Background: an optimization exercise with open tools, aiming at small area and a short achievable clock period. Do not read the settings as production practice.
Only simulation tests tie the RTL to the original design; equivalence was not proved.
Power figures rest on the tool's default switching activity, not on a simulated workload.

==> design.v <==
package rename_pkg;
  localparam int unsigned ARCH_REGS = 32;
  localparam int unsigned PHYS_REGS = 64;
  localparam int unsigned RENAME_W  = 2;
  localparam int unsigned NUM_CKPT  = 4;
  localparam int unsigned PHYS_W = $clog2(PHYS_REGS);
  localparam int unsigned ARCH_W = $clog2(ARCH_REGS);
  localparam int unsigned CKPT_W = $clog2(NUM_CKPT);
  localparam int unsigned LANE_W = (RENAME_W > 1) ? $clog2(RENAME_W) : 1;
endpackage
module rat_dec (
  input  logic [rename_pkg::ARCH_W-1:0]    a,
  output logic [rename_pkg::ARCH_REGS-1:1] oh
);
  localparam int unsigned ARCH_REGS = rename_pkg::ARCH_REGS;
  localparam int unsigned ARCH_W    = rename_pkg::ARCH_W;
  for (genvar r = 1; r < int'(ARCH_REGS); r++) begin : g_r
    assign oh[r] = (a == ARCH_W'(r));
  end
endmodule
module rat_sel (
  input  logic [rename_pkg::ARCH_REGS-1:1]                         oh,
  input  logic [rename_pkg::ARCH_REGS-1:1][rename_pkg::PHYS_W-1:0] map,
  output logic [rename_pkg::PHYS_W-1:0]                            y
);
  localparam int unsigned ARCH_REGS = rename_pkg::ARCH_REGS;
  localparam int unsigned PHYS_W    = rename_pkg::PHYS_W;
  always_comb begin
    y = '0;
    for (int r = 1; r < int'(ARCH_REGS); r++) y = y | (map[r] & {PHYS_W{oh[r]}});
  end
endmodule
module rat_ao #(
  parameter int unsigned N = 2
) (
  input  logic [N-1:0]                            s,
  input  logic [N-1:0][rename_pkg::PHYS_W-1:0]    d,
  output logic [rename_pkg::PHYS_W-1:0]           y
);
  localparam int unsigned PHYS_W = rename_pkg::PHYS_W;
  always_comb begin
    y = '0;
    for (int i = 0; i < int'(N); i++) y = y | (d[i] & {PHYS_W{s[i]}});
  end
endmodule
module rat_ckpt
(
  input  logic                         clk,
  input  logic                         rst_n,
  input  logic [rename_pkg::RENAME_W*rename_pkg::ARCH_W-1:0]   rs1_arch,
  input  logic [rename_pkg::RENAME_W*rename_pkg::ARCH_W-1:0]   rs2_arch,
  input  logic [rename_pkg::RENAME_W*rename_pkg::ARCH_W-1:0]   rd_arch,
  input  logic [rename_pkg::RENAME_W-1:0]          rename_valid,
  input  logic [rename_pkg::RENAME_W-1:0]          rename_uses_rd,
  input  logic [rename_pkg::RENAME_W*rename_pkg::PHYS_W-1:0]   rename_pd_new,
  output logic [rename_pkg::RENAME_W*rename_pkg::PHYS_W-1:0]   rs1_phys,
  output logic [rename_pkg::RENAME_W*rename_pkg::PHYS_W-1:0]   rs2_phys,
  output logic [rename_pkg::RENAME_W*rename_pkg::PHYS_W-1:0]   rd_old_phys,
  input  logic                         ckpt_alloc_valid,
  input  logic [rename_pkg::LANE_W-1:0]            ckpt_lane,
  output logic                         ckpt_alloc_ready,
  output logic [rename_pkg::CKPT_W-1:0]            ckpt_alloc_id,
  input  logic                         ckpt_free_valid,
  input  logic                         ckpt_restore_valid,
  input  logic [rename_pkg::CKPT_W-1:0]            ckpt_restore_id,
  output logic [rename_pkg::CKPT_W:0]              ckpt_count,
  input  logic [rename_pkg::RENAME_W-1:0]          commit_valid,
  input  logic [rename_pkg::RENAME_W*rename_pkg::ARCH_W-1:0]   commit_rd_arch,
  input  logic [rename_pkg::RENAME_W*rename_pkg::PHYS_W-1:0]   commit_pd,
  input  logic                         flush_valid
);
  localparam int unsigned RENAME_W  = rename_pkg::RENAME_W;
  localparam int unsigned ARCH_REGS = rename_pkg::ARCH_REGS;
  localparam int unsigned NUM_CKPT  = rename_pkg::NUM_CKPT;
  localparam int unsigned PHYS_W    = rename_pkg::PHYS_W;
  localparam int unsigned ARCH_W    = rename_pkg::ARCH_W;
  localparam int unsigned CKPT_W    = rename_pkg::CKPT_W;
  logic [RENAME_W-1:0][ARCH_W-1:0] bus_rs1_arch, bus_rs2_arch, bus_rd_arch, bus_commit_rd_arch;
  logic [RENAME_W-1:0][PHYS_W-1:0] bus_rename_pd_new, bus_commit_pd;
  logic [RENAME_W-1:0][PHYS_W-1:0] bus_rs1_phys, bus_rs2_phys, bus_rd_old_phys;
  assign bus_rs1_arch       = rs1_arch;
  assign bus_rs2_arch       = rs2_arch;
  assign bus_rd_arch        = rd_arch;
  assign bus_rename_pd_new  = rename_pd_new;
  assign bus_commit_rd_arch = commit_rd_arch;
  assign bus_commit_pd      = commit_pd;
  assign rs1_phys           = bus_rs1_phys;
  assign rs2_phys           = bus_rs2_phys;
  assign rd_old_phys        = bus_rd_old_phys;
  logic [ARCH_REGS-1:1][PHYS_W-1:0] spec_q, arch_q;
  logic [ARCH_REGS-1:1][PHYS_W-1:0] ckpt_q [NUM_CKPT];
  logic [CKPT_W-1:0] head_q, tail_q;
  logic [CKPT_W:0]   count_q;
  logic [RENAME_W-1:0] lane_byp;   
  logic [RENAME_W-1:0] lane_wr;    
  assign lane_byp = rename_valid & rename_uses_rd;
  for (genvar i = 0; i < int'(RENAME_W); i++) begin : g_wr
    assign lane_wr[i] = lane_byp[i] && (bus_rd_arch[i] != '0);
  end
  logic [RENAME_W-1:0][ARCH_REGS-1:1] oh_rs1, oh_rs2, oh_rd, oh_cmt;
  logic [RENAME_W-1:0][PHYS_W-1:0]    map_rs1, map_rs2, map_rd;
  for (genvar g = 0; g < int'(RENAME_W); g++) begin : g_lane
    rat_dec u_dec_rs1 (.a(bus_rs1_arch[g]),       .oh(oh_rs1[g]));
    rat_dec u_dec_rs2 (.a(bus_rs2_arch[g]),       .oh(oh_rs2[g]));
    rat_dec u_dec_rd  (.a(bus_rd_arch[g]),        .oh(oh_rd[g]));
    rat_dec u_dec_cmt (.a(bus_commit_rd_arch[g]), .oh(oh_cmt[g]));
    rat_sel u_sel_rs1 (.oh(oh_rs1[g]), .map(spec_q), .y(map_rs1[g]));
    rat_sel u_sel_rs2 (.oh(oh_rs2[g]), .map(spec_q), .y(map_rs2[g]));
    rat_sel u_sel_rd  (.oh(oh_rd[g]),  .map(spec_q), .y(map_rd[g]));
  end
  always_comb begin
    bus_rs1_phys    = map_rs1;
    bus_rs2_phys    = map_rs2;
    bus_rd_old_phys = map_rd;
    for (int g = 1; g < int'(RENAME_W); g++) begin
      for (int j = 0; j < g; j++) begin
        if (lane_wr[j] && (bus_rd_arch[j] == bus_rs1_arch[g])) bus_rs1_phys[g]    = bus_rename_pd_new[j];
        if (lane_wr[j] && (bus_rd_arch[j] == bus_rs2_arch[g])) bus_rs2_phys[g]    = bus_rename_pd_new[j];
        if (lane_wr[j] && (bus_rd_arch[j] == bus_rd_arch[g]))  bus_rd_old_phys[g] = bus_rename_pd_new[j];
      end
    end
  end
  logic alloc_ok, free_ok, ckpt_wr, load_arch, normal;
  logic [NUM_CKPT-1:0] rest_sel, slot_we;
  assign ckpt_alloc_ready = ~count_q[CKPT_W];
  assign ckpt_alloc_id    = tail_q;
  assign ckpt_count       = count_q;
  assign alloc_ok  = ckpt_alloc_valid && ckpt_alloc_ready;
  assign free_ok   = ckpt_free_valid && (count_q != '0);
  assign ckpt_wr   = alloc_ok && !flush_valid && !ckpt_restore_valid;
  assign load_arch = flush_valid || !rst_n;
  assign normal    = !load_arch && !ckpt_restore_valid;
  for (genvar k = 0; k < int'(NUM_CKPT); k++) begin : g_ksel
    assign rest_sel[k] = !load_arch && ckpt_restore_valid && (ckpt_restore_id == CKPT_W'(k));
    assign slot_we[k]  = ckpt_wr && (tail_q == CKPT_W'(k));
  end
  logic [ARCH_REGS-1:1][PHYS_W-1:0] arch_n, arch_d, spec_d, ckpt_d;
  logic [ARCH_REGS-1:1][PHYS_W-1:0] slot_d [NUM_CKPT];
  for (genvar r = 1; r < int'(ARCH_REGS); r++) begin : g_ent
    logic w0, w1, c0, c1, k1;
    assign w0 = lane_byp[0] && oh_rd[0][r];
    assign w1 = lane_byp[1] && oh_rd[1][r];
    assign c0 = commit_valid[0] && oh_cmt[0][r];
    assign c1 = commit_valid[1] && oh_cmt[1][r];
    assign k1 = w1 && ckpt_lane[0];
    rat_ao #(.N(3)) u_arch (
      .s({rst_n && c1, rst_n && c0 && !c1, rst_n && !c0 && !c1}),
      .d({bus_commit_pd[1], bus_commit_pd[0], arch_q[r]}),
      .y(arch_n[r])
    );
    assign arch_d[r] = arch_n[r] | (PHYS_W'(r) & {PHYS_W{!rst_n}});
    rat_ao #(.N(4 + NUM_CKPT)) u_spec (
      .s({load_arch, rest_sel, normal && w1, normal && w0 && !w1, normal && !w0 && !w1}),
      .d({arch_d[r], ckpt_q[3][r], ckpt_q[2][r], ckpt_q[1][r], ckpt_q[0][r],
          bus_rename_pd_new[1], bus_rename_pd_new[0], spec_q[r]}),
      .y(spec_d[r])
    );
    rat_ao #(.N(3)) u_ckd (
      .s({k1, w0 && !k1, !w0 && !k1}),
      .d({bus_rename_pd_new[1], bus_rename_pd_new[0], spec_q[r]}),
      .y(ckpt_d[r])
    );
    for (genvar k = 0; k < int'(NUM_CKPT); k++) begin : g_slot
      rat_ao #(.N(2)) u_hold (
        .s({slot_we[k], !slot_we[k]}),
        .d({ckpt_d[r], ckpt_q[k][r]}),
        .y(slot_d[k][r])
      );
    end
  end
  always_ff @(posedge clk) begin
    spec_q <= spec_d;
    arch_q <= arch_d;
  end
  for (genvar k = 0; k < int'(NUM_CKPT); k++) begin : g_ckq
    always_ff @(posedge clk) ckpt_q[k] <= slot_d[k];
  end
  always_ff @(posedge clk) begin
    if (!rst_n || flush_valid) begin
      head_q  <= '0;
      tail_q  <= '0;
      count_q <= '0;
    end else if (ckpt_restore_valid) begin
      tail_q  <= ckpt_restore_id + CKPT_W'(1);
      head_q  <= head_q + CKPT_W'(free_ok);
      count_q <= (CKPT_W+1)'(CKPT_W'(ckpt_restore_id - head_q)) + (CKPT_W+1)'(1)
                 - (CKPT_W+1)'(free_ok);
    end else begin
      tail_q  <= tail_q + CKPT_W'(alloc_ok);
      head_q  <= head_q + CKPT_W'(free_ok);
      count_q <= count_q + (CKPT_W+1)'(alloc_ok) - (CKPT_W+1)'(free_ok);
    end
  end
endmodule
==> run.sh <==
#!/bin/bash
# synth_recipe.tcl (not shown) runs the flow's synth.tcl, then flattens the netlist and writes it again
# the make line also repeats each setting of config.mk as NAME=value (left out here)
make -C /OpenROAD-flow-scripts/flow DESIGN_CONFIG=/design/flow/config.mk WORK_HOME=/design/flow/orfs CLKGATE_MAP_FILE= SYNTH_SCRIPT=/design/flow/synth_recipe.tcl finish
==> config.mk <==
export PLATFORM = sky130hd
export DESIGN_NAME = rat_ckpt
export DESIGN_NICKNAME = rat_ckpt
export VERILOG_FILES = /design/flow/design.v
export SDC_FILE = /design/flow/constraint.sdc
export NUM_CORES = 4
export LEC_CHECK = 0
export CAP_MARGIN = 20
export CORE_MARGIN = 2
export CORE_UTILIZATION = 30
export SETUP_SLACK_MARGIN = 1.5
export SLEW_MARGIN = 20
export SYNTH_HIERARCHICAL = 1
export SYNTH_MINIMUM_KEEP_SIZE = 0
==> constraint.sdc <==
create_clock -name core_clock -period 5.5 [get_ports {clk}]
set_input_delay 1.1000 -clock core_clock [delete_from_list [all_inputs] [get_ports {clk}]]
set_output_delay 1.1000 -clock core_clock [all_outputs]
set_load 0.01 [all_outputs]
==> flow_summary.json, run 1 <==
{
  "clk_pin_slew_worst_paths_ps": 60,
  "ir_worst_vdd_mv": 0.2620,
  "slew_headroom": 0.1403,
  "syn_area_um2": 51720,
  "r2r_cells": 6,
  "nets": 5844,
  "portBuffers": 120,
  "fillers": 17050,
  "gr-total-overflow": 0,
  "hp-class": "flop to flop",
  "grt_pass1_vias": 54210,
  "cap_viol_max_count": 0,
  "tightest_slew_ps": 1290,
  "ys_top_cells_by_area": "dfxtp_1, a22oi_1, a22o_1, a222oi_1, nand4_1",
  "path_max_fanout": 8,
  "leakage_uw": 0.02539,
  "clockRootBuffer": "clkbuf_16",
  "clock_skew_ps": 80.80,
  "r2r_end": "ckpt_q[3][105]",
  "end_kind": "output port",
  "multi_input_area_um2": 28920,
  "core_area_um2": 171400,
  "switching_share": 0.2846,
  "cts_max_path_buffers": 3,
  "drc": 0,
  "dr.pass1.iters": 14,
  "register_area_um2": 22500,
  "synth_edf_count": 0,
  "grt_pass1_wl_um": 440200,
  "routedWlPerCell_um": 39.24,
  "drtIter0Drc": 11740,
  "cp-endpoint": "rs1_phys[9]",
  "rsz0062_at_grt": "yes",
  "fin_crit_sh": 0.7802,
  "start_util": 0.3018,
  "crit_path_start": "rs1_arch[6]",
  "vias_per_cell": 7.144,
  "rows": 152,
  "drv_slew": 0,
  "antenna_found_initial": 22,
  "postRouteAntennaNets": 0,
  "pwr-share-comb": 0.122,
  "start_kind": "primary input",
  "drive_gt1_frac": 0.1725,
  "synth_flop_cell": "dfxtp_1",
  "drt_wl_total_um": 321100,
  "syn_area_per_cell_um2": 9.848,
  "p_clk_frac": 0.417,
  "grtUsageTotal": 0.3503,
  "numCtsBuffers": 117,
  "die_x_um": 419.2,
  "total_power_uw": 20900,
  "cts_sinks": 1123,
  "synth_seq_cells": 1123,
  "cts_tree": "done",
  "fmax_ghz": 0.2330,
  "ios": 121,
  "globalplace.congestion": 1.104,
  "fin_setup_tns_ps": 0,
  "internal_power_uw": 14950,
  "synthesis.nets": 5341,
  "critPathArrivalTime_ps": 3190,
  "hold_violations": 0,
  "grt_max_degree": 105,
  "r2r-start": "count_q[2]",
  "p_seq_frac": 0.461,
  "status": "timing/DRC/antenna clean",
  "ys_types": 38,
  "critPathKind": "primary input to output port",
  "syn_inst": 5252,
  "hold_depth": 2,
  "synth_area_leader_cell": "dfxtp_1",
  "cts-htree-levels": 3,
  "synth-warning-count": 14,
  "synthToLayoutAreaGrowth_pct": 25.01,
  "rrSetupSlack_ps": 2690,
  "power.switching_uw": 5948,
  "place_hpwl_um": 212200,
  "cp.required_ps": 4400,
  "synth.top_cell.area_share": 0.4347,
  "yosys-top-cells-count": "a22oi_1, dfxtp_1, a22o_1, a222oi_1, inv_1",
  "power.density_nw_per_um2": 323.3,
  "post-route-min-period_ps": 4291,
  "yosysSeqAreaShare": 0.4347,
  "fp.dieH_um": 419.2,
  "die_area_um2": 175700,
  "clock_latency_ps": 830,
  "synth_most_common_cell": "a22oi_1",
  "finalSetupViolCount": 0,
  "dr_total_vias": 58460,
  "async_reset_ff_frac": 0
}
## metal layers
metal	up-vias	track usage	wire length, µm
met5	-	0.008058	266
met2	4885	0.5084	132400
met1	28980	0.4346	118100
met4	10	0.2448	27840
li1	23300	-	-
met3	1295	0.1158	42480
## flip-flops by register name (all words and copies together), names as in the netlist
name     flops
ckpt_q     744
arch_q     186
spec_q     186
count_q      3
head_q       2
tail_q       2
## logic make-up (layout without fill, tap and decap cells)
group | Yosys count | count (layout) | share of synthesized area
other | 0 | 18 | 0
buffers and inverters | 470 | 1073 | 0.03418
DFF | 1123 | 1123 | 0.4347
adders and majority gates | 10 | 10 | 0.002564
muxes | 21 | 21 | 0.004935
xor gates and xnor gates | 23 | 23 | 0.003895
and+or+nand+nor | 1079 | 1079 | 0.1144
AOI/OAI and AO/OA | 2526 | 2526 | 0.4054
## final cells by class
class,instances,share of cell area
multi-input combinational,3659,0.4473
antenna,18,0.0006967
clock inverter,55,0.01310
sequential,1123,0.3480
tap,2310,0.04470
inverter,382,0.02237
timing repair buffer,472,0.07214
clock buffer,164,0.05173
## through the flow
stage	setup slack, ps	instances	hold WS, ps	instance area, µm²	utilization
final	1209	8183	479.9	64660	0.3773
after global routing	1166	8169	491.7	64620	0.3771
after CTS	1239	8154	480.1	64170	0.3745
after detailed placement	141.9	7845	465.9	57760	0.3371
after global placement	127.0	7845	460.0	57750	0.3370
after floorplan	447.4	5252	449.4	51790	-
## power by group through the flow
stage	sequential [µW]	combinational, µW	clock, µW
finish	9640	2540	8720
global route	9640	2610	9070
global placement	9700	2240	0
floorplan	9280	1260	0
detailed placement	9710	2270	0
CTS	9550	2420	8710
## worst max-delay path: stages
cell	delay (ps)
buf_8	110
or3b_4	280
nor2_4	80
a22o_1	240
a221oi_2	180
nand3_1	170
or4_4	600
mux2_4	300
buf_6	120
## timing repair
item                                   4_1_cts  5_1_grt
hold buffers                                 0        0
resized for setup                          716       84
pin swaps                                  161       97
buffers inserted                            86       11
setup endpoints to repair                   36       36
gates cloned                                 4        0
endpoints found under the hold margin        0        0
## worst min path at each step
stage | endpoint | from | slack [ps]
2_1_floorplan | spec_q[0] | ckpt_q[0][0] | 450
3_3_place_gp | spec_q[80] | ckpt_q[0][80] | 460
3_5_place_dp | spec_q[55] | ckpt_q[0][55] | 470
4_1_cts | spec_q[36] | ckpt_q[0][36] | 480
5_1_grt | ckpt_q[0][136] | ckpt_q[0][136] | 490
6_report | spec_q[52] | ckpt_q[0][52] | 480
## cells in the final DEF, fill, tap and decap left out, types with 32 or more instances in the layout
cell type,Yosys,routed
buf_6,0,84
nand2b_1,98,84
nand2_1,106,100
a21oi_1,62,62
nand3_1,81,68
inv_1,381,379
a22o_1,780,780
nor2_4,0,38
a211oi_1,32,32
a22oi_1,1176,1091
a22oi_2,0,85
dfxtp_1,1123,1108
a221oi_2,12,36
a222oi_1,408,408
buf_12,0,49
and2_1,34,32
nor2_1,290,190
buf_4,0,273
nor2_2,0,62
clkbuf_16,0,117
nand4_1,261,261
and3_1,98,94
## per-module statistics from Yosys (local to each module, per instance), excerpt
module    cell area (µm²)  times used  cells
rat_ckpt            26200           1   1746
rat_sel             898.4           6    120
rat_dec             217.7           8     46
==> inputs of run 2 (changes only) <==
--- a/design.v
+++ b/design.v
@@ -31,2 +31,25 @@
   end
+endmodule
+module rat_aoi #(
+  parameter int unsigned N = 3
+) (
+  input  logic [N-1:0]                            s,
+  input  logic [N-1:0][rename_pkg::PHYS_W-1:0]    d,
+  output logic [rename_pkg::PHYS_W-1:0]           y_n
+);
+  localparam int unsigned PHYS_W = rename_pkg::PHYS_W;
+  logic [PHYS_W-1:0] y;
+  always_comb begin
+    y = '0;
+    for (int i = 0; i < int'(N); i++) y = y | (d[i] & {PHYS_W{s[i]}});
+  end
+  assign y_n = ~y;
+endmodule
+module rat_hold (
+  input  logic d_n,
+  input  logic we_n,
+  input  logic q,
+  output logic y
+);
+  assign y = (~d_n & ~we_n) | (q & we_n);
 endmodule
@@ -123,3 +146,3 @@
   logic alloc_ok, free_ok, ckpt_wr, load_arch, normal;
-  logic [NUM_CKPT-1:0] rest_sel, slot_we;
+  logic [NUM_CKPT-1:0] rest_sel, slot_we, slot_we_n;
   assign ckpt_alloc_ready = ~count_q[CKPT_W];
@@ -135,4 +158,5 @@
     assign slot_we[k]  = ckpt_wr && (tail_q == CKPT_W'(k));
-  end
-  logic [ARCH_REGS-1:1][PHYS_W-1:0] arch_n, arch_d, spec_d, ckpt_d;
+    assign slot_we_n[k] = !slot_we[k];
+  end
+  logic [ARCH_REGS-1:1][PHYS_W-1:0] arch_n, arch_d, spec_d, ckpt_d_n;
   logic [ARCH_REGS-1:1][PHYS_W-1:0] slot_d [NUM_CKPT];
@@ -157,13 +181,16 @@
     );
-    rat_ao #(.N(3)) u_ckd (
+    rat_aoi #(.N(3)) u_ckd (
       .s({k1, w0 && !k1, !w0 && !k1}),
       .d({bus_rename_pd_new[1], bus_rename_pd_new[0], spec_q[r]}),
-      .y(ckpt_d[r])
+      .y_n(ckpt_d_n[r])
     );
     for (genvar k = 0; k < int'(NUM_CKPT); k++) begin : g_slot
-      rat_ao #(.N(2)) u_hold (
-        .s({slot_we[k], !slot_we[k]}),
-        .d({ckpt_d[r], ckpt_q[k][r]}),
-        .y(slot_d[k][r])
-      );
+      for (genvar b = 0; b < int'(PHYS_W); b++) begin : g_bit
+        rat_hold u_hold (
+          .d_n (ckpt_d_n[r][b]),
+          .we_n(slot_we_n[k]),
+          .q   (ckpt_q[k][r][b]),
+          .y   (slot_d[k][r][b])
+        );
+      end
     end
--- a/config.mk
+++ b/config.mk
@@ -9,3 +9,4 @@
 export CORE_MARGIN = 2
-export CORE_UTILIZATION = 30
+export CORE_UTILIZATION = 50
+export CTS_BUF_LIST = sky130_fd_sc_hd__clkbuf_8
 export SETUP_SLACK_MARGIN = 1.5
==> run 2 against run 1 <==
Against the previous run: critical path type unchanged; global-route usage up 18 points; largest power group unchanged; non-clock buffer count is 9 lower; still clean; sequential power fell by 0.6%; cell count fell by 3.7%; count of clock-buffer cells in the layout up 50; sequential cell count is the same; via count grew 2.3%; first-iteration DRC count grew 2.3%.
==> flow_summary.json, run 2 <==
{
  "path_cells": "buf_12 -> buf_6 -> nand3b_1 -> nor2_4 -> buf_6 -> a222oi_1 -> nand3_1 -> or4_4 -> mux2_4 -> buf_6",
  "ios": 121,
  "drtIter0Drc": 12000,
  "routedWlPerCell_um": 36.04,
  "postRouteAntennaNets": 0,
  "place_hpwl_um": 183500,
  "globalplace.congestion": 1.191,
  "gr-total-overflow": 0,
  "dr_total_vias": 59780,
  "synthToLayoutAreaGrowth_pct": 21.66,
  "clock_skew_ps": 92.51,
  "critPathKind": "primary input to output port",
  "fillers": 8992,
  "synth_edf_count": 0,
  "synthesis.nets": 5898,
  "cap_viol_max_count": 0,
  "clk_pin_slew_worst_paths_ps": 60,
  "fmax_ghz": 0.2263,
  "met2_usage": 0.7094,
  "top_register": "ckpt_q",
  "start_util": 0.5026,
  "cts_max_path_buffers": 3,
  "grt_pass1_vias": 54530,
  "rsz0062_at_grt": "yes",
  "syn_area_um2": 50990,
  "cts-htree-levels": 4,
  "r2r-start": "count_q[2]",
  "core_area_um2": 101400,
  "grtUsageTotal": 0.5254,
  "fp.dieH_um": 323.3,
  "syn_area_per_cell_um2": 8.777,
  "dpl_cell_area_um2": 55740,
  "pwr-share-comb": 0.123,
  "synth_flop_cell": "dfxtp_1",
  "internal_power_uw": 13500,
  "die_x_um": 323.3,
  "status": "timing/DRC/antenna clean",
  "p_seq_frac": 0.496,
  "drc": 0,
  "rows": 117,
  "cp-endpoint": "rd_old_phys[9]",
  "vias_per_cell": 7.585,
  "finalSetupViolCount": 0,
  "drive_gt1_frac": 0.1632,
  "switching_share": 0.3008,
  "ys_top_cells_by_area": "dfxtp_1, a22oi_1, a222oi_1, o21ai_1, nand2_1",
  "finalInstanceArea_um2": 62030,
  "async_reset_ff_frac": 0,
  "die_area_um2": 104500,
  "leakage_uw": 0.02309,
  "end_kind": "output port",
  "syn_inst": 5809,
  "top_regs": "ckpt_q (744), arch_q (186), spec_q (186)",
  "tightest_slew_ps": 1249,
  "use_met1": 0.6323,
  "layout_commonest_cell": "a22oi_1",
  "r2r_cells": 8,
  "ir_worst_vdd_mv": 0.3557,
  "nets": 6452,
  "cpMaxStageDelayCell": "or4_4",
  "path_max_fanout": 7,
  "power.density_nw_per_um2": 311.3,
  "grt_pass1_wl_um": 396100,
  "dr.pass1.iters": 14,
  "most-common-layout-cells": "a22oi_1, dfxtp_1, nand2_1",
  "numCtsBuffers": 178,
  "drv_slew": 0,
  "hp-class": "flop to flop",
  "cts_sinks": 1123,
  "start_kind": "primary input",
  "r2r_end": "ckpt_q[3][152]",
  "clockRootBuffer": "clkbuf_8",
  "yosysSeqAreaShare": 0.4409,
  "drt_wl_total_um": 284100,
  "portBuffers": 120,
  "busiest_layer": "met2",
  "rrSetupSlack_ps": 2770,
  "cp_num_buf_inv": 4,
  "synth-warning-count": 14,
  "synth.top_cell.area_share": 0.4409,
  "cts_hold_buf": 0,
  "cpMostUsedCell": "buf_6",
  "hold_violations": 0,
  "cts_tree": "done",
  "max_stage_delay_ps": 590,
  "slew_headroom": 0.1646,
  "critPathArrivalTime_ps": 3320,
  "cp_top_family": "simple AND/OR/NAND/NOR gates",
  "largest_register_ffs": 744,
  "yosys-top-cells-count": "a22oi_1, dfxtp_1, nand2_1, o21ai_1, a222oi_1",
  "post-route-min-period_ps": 4418,
  "grt_use_met3": 0.2603,
  "synth_area_leader_cell": "dfxtp_1",
  "crit_path_start": "rd_arch[7]",
  "crit_cells": 10,
  "ys_types": 39,
  "power.switching_uw": 5808,
  "cp.required_ps": 4400,
  "clock_latency_ps": 950,
  "fin_setup_tns_ps": 0,
  "grt_max_degree": 117,
  "p_clk_frac": 0.381,
  "fin_crit_sh": 0.8033,
  "antenna_found_initial": 27,
  "synth_seq_cells": 1123,
  "synth_most_common_cell": "a22oi_1"
}
## run 2: logic make-up after synthesis
kind of cell,after synthesis,synth area share
buffers and inverters,284,0.02103
muxes,21,0.004638
AOI/OAI and AO/OA,2528,0.3568
xor gates and xnor gates,23,0.003951
and+or+nand+nor,1820,0.1700
DFF,1123,0.4409
adders and majority gates,10,0.002601
## run 2: per-layer routing
layer / vias to the layer above / part of all wire
li1: 24710 / -
met1: 27930 / 0.35
met2: 5494 / 0.39
met3: 1597 / 0.17
met4: 50 / 0.093
met5: - / 0.0021
## run 2: what timing repair did
item                       in CTS  in global routing
setup endpoints to repair      36                 36
resized for setup             679                154
pin swaps                     171                 94
buffers inserted               67                 27
hold endpoints to repair        0                  0
cloned                          5                  1
## run 2: power by group through the flow
stage	Combinational, µW	Sequential, µW	Clock, µW
finish	2370	9580	7350
global route	2470	9580	7690
CTS	2190	9480	7330
detailed placement	2070	9650	0
global placement	2020	9620	0
floorplan	1110	9280	0
## run 2: area by class of cell
| cell class | instances | area [µm²] | area share |
|---|---|---|---|
| clock inverters | 91 | 641.9 | 0.01035 |
| inverters | 195 | 737.0 | 0.01188 |
| clock buffers | 214 | 2945 | 0.04748 |
| multi-input cells | 4402 | 28840 | 0.4650 |
| diodes | 26 | 65.06 | 0.001049 |
| flip-flops and latches | 1123 | 22530 | 0.3631 |
| well taps | 1368 | 1712 | 0.02759 |
| repair buffers | 463 | 4562 | 0.07354 |
## run 2: worst min path at each step
stage                               from             end  slack [ps]  depth (start not counted)
after detailed placement  ckpt_q[2][119]  ckpt_q[2][119]         440                          2
after global placement     ckpt_q[0][66]   ckpt_q[0][66]         440                          2
final                     ckpt_q[0][103]     spec_q[103]         440                          2
after CTS                 ckpt_q[0][103]     spec_q[103]         430                          2
after global routing      ckpt_q[0][126]     spec_q[126]         450                          2
after floorplan           ckpt_q[0][100]  ckpt_q[0][100]         430                          2
## run 2: metrics by stage
step	hold slack (ps)	std cells	power, µW	utilization	setup slack [ps]
6_report	437.7	7882	19310	0.6114	1082
3_3_place_gp	435.0	7451	11640	0.5495	110.1
5_1_grt	451.0	7859	19740	0.6109	1084
3_5_place_dp	441.0	7451	11710	0.5495	152.6
2_1_floorplan	429.2	5809	10390	-	1219
4_1_cts	433.6	7828	19010	0.6024	1167
## run 2: worst register-to-register path, cell delays in order, from the launching register on
cell	delay [ps]
dfxtp_1	350
nand2b_4	170
or3_4	390
inv_2	80
nand3_4	640
buf_12	500
buf_4	310
nand2_1	70
o21ai_1	60
## run 2: Yosys stat by module, one instance, submodules excluded, a selection
module | copies in the design | cell area (µm²)
rat_ckpt | 1 | 26170
rat_hold | 744 | 8.758
rat_sel | 6 | 898.4
rat_dec | 8 | 217.7

re-timing with driven ports:
In the flow no input, the clock included, has a driving cell. The finished layouts below were timed again as built, in two steps.
Step 1 assumes that a clkbuf_16 drives the clock port and a buf_2 every other input.
Step 2, shift: input delay + t, output delay - t, t = (earliest + latest rising clock arrival at the registers) / 2. This alone moves slack from input paths to output paths.
Slacks: no drivers / after step 1 / after step 2; pairs: no drivers / after step 1.
run	t (ns)	setup slack, ns	worst hold slack (ns)
run 1	0.877	1.209 / 1.102 / 0.786	0.480 / 0.480 / 0.480
run 2	0.989	1.082 / 0.983 / 0.769	0.438 / 0.438 / 0.438
After both steps every run listed still meets setup and hold. For run 1, which loses most, drivers alone change the setup slack by -0.107 ns; drivers and shift together by -0.423 ns.
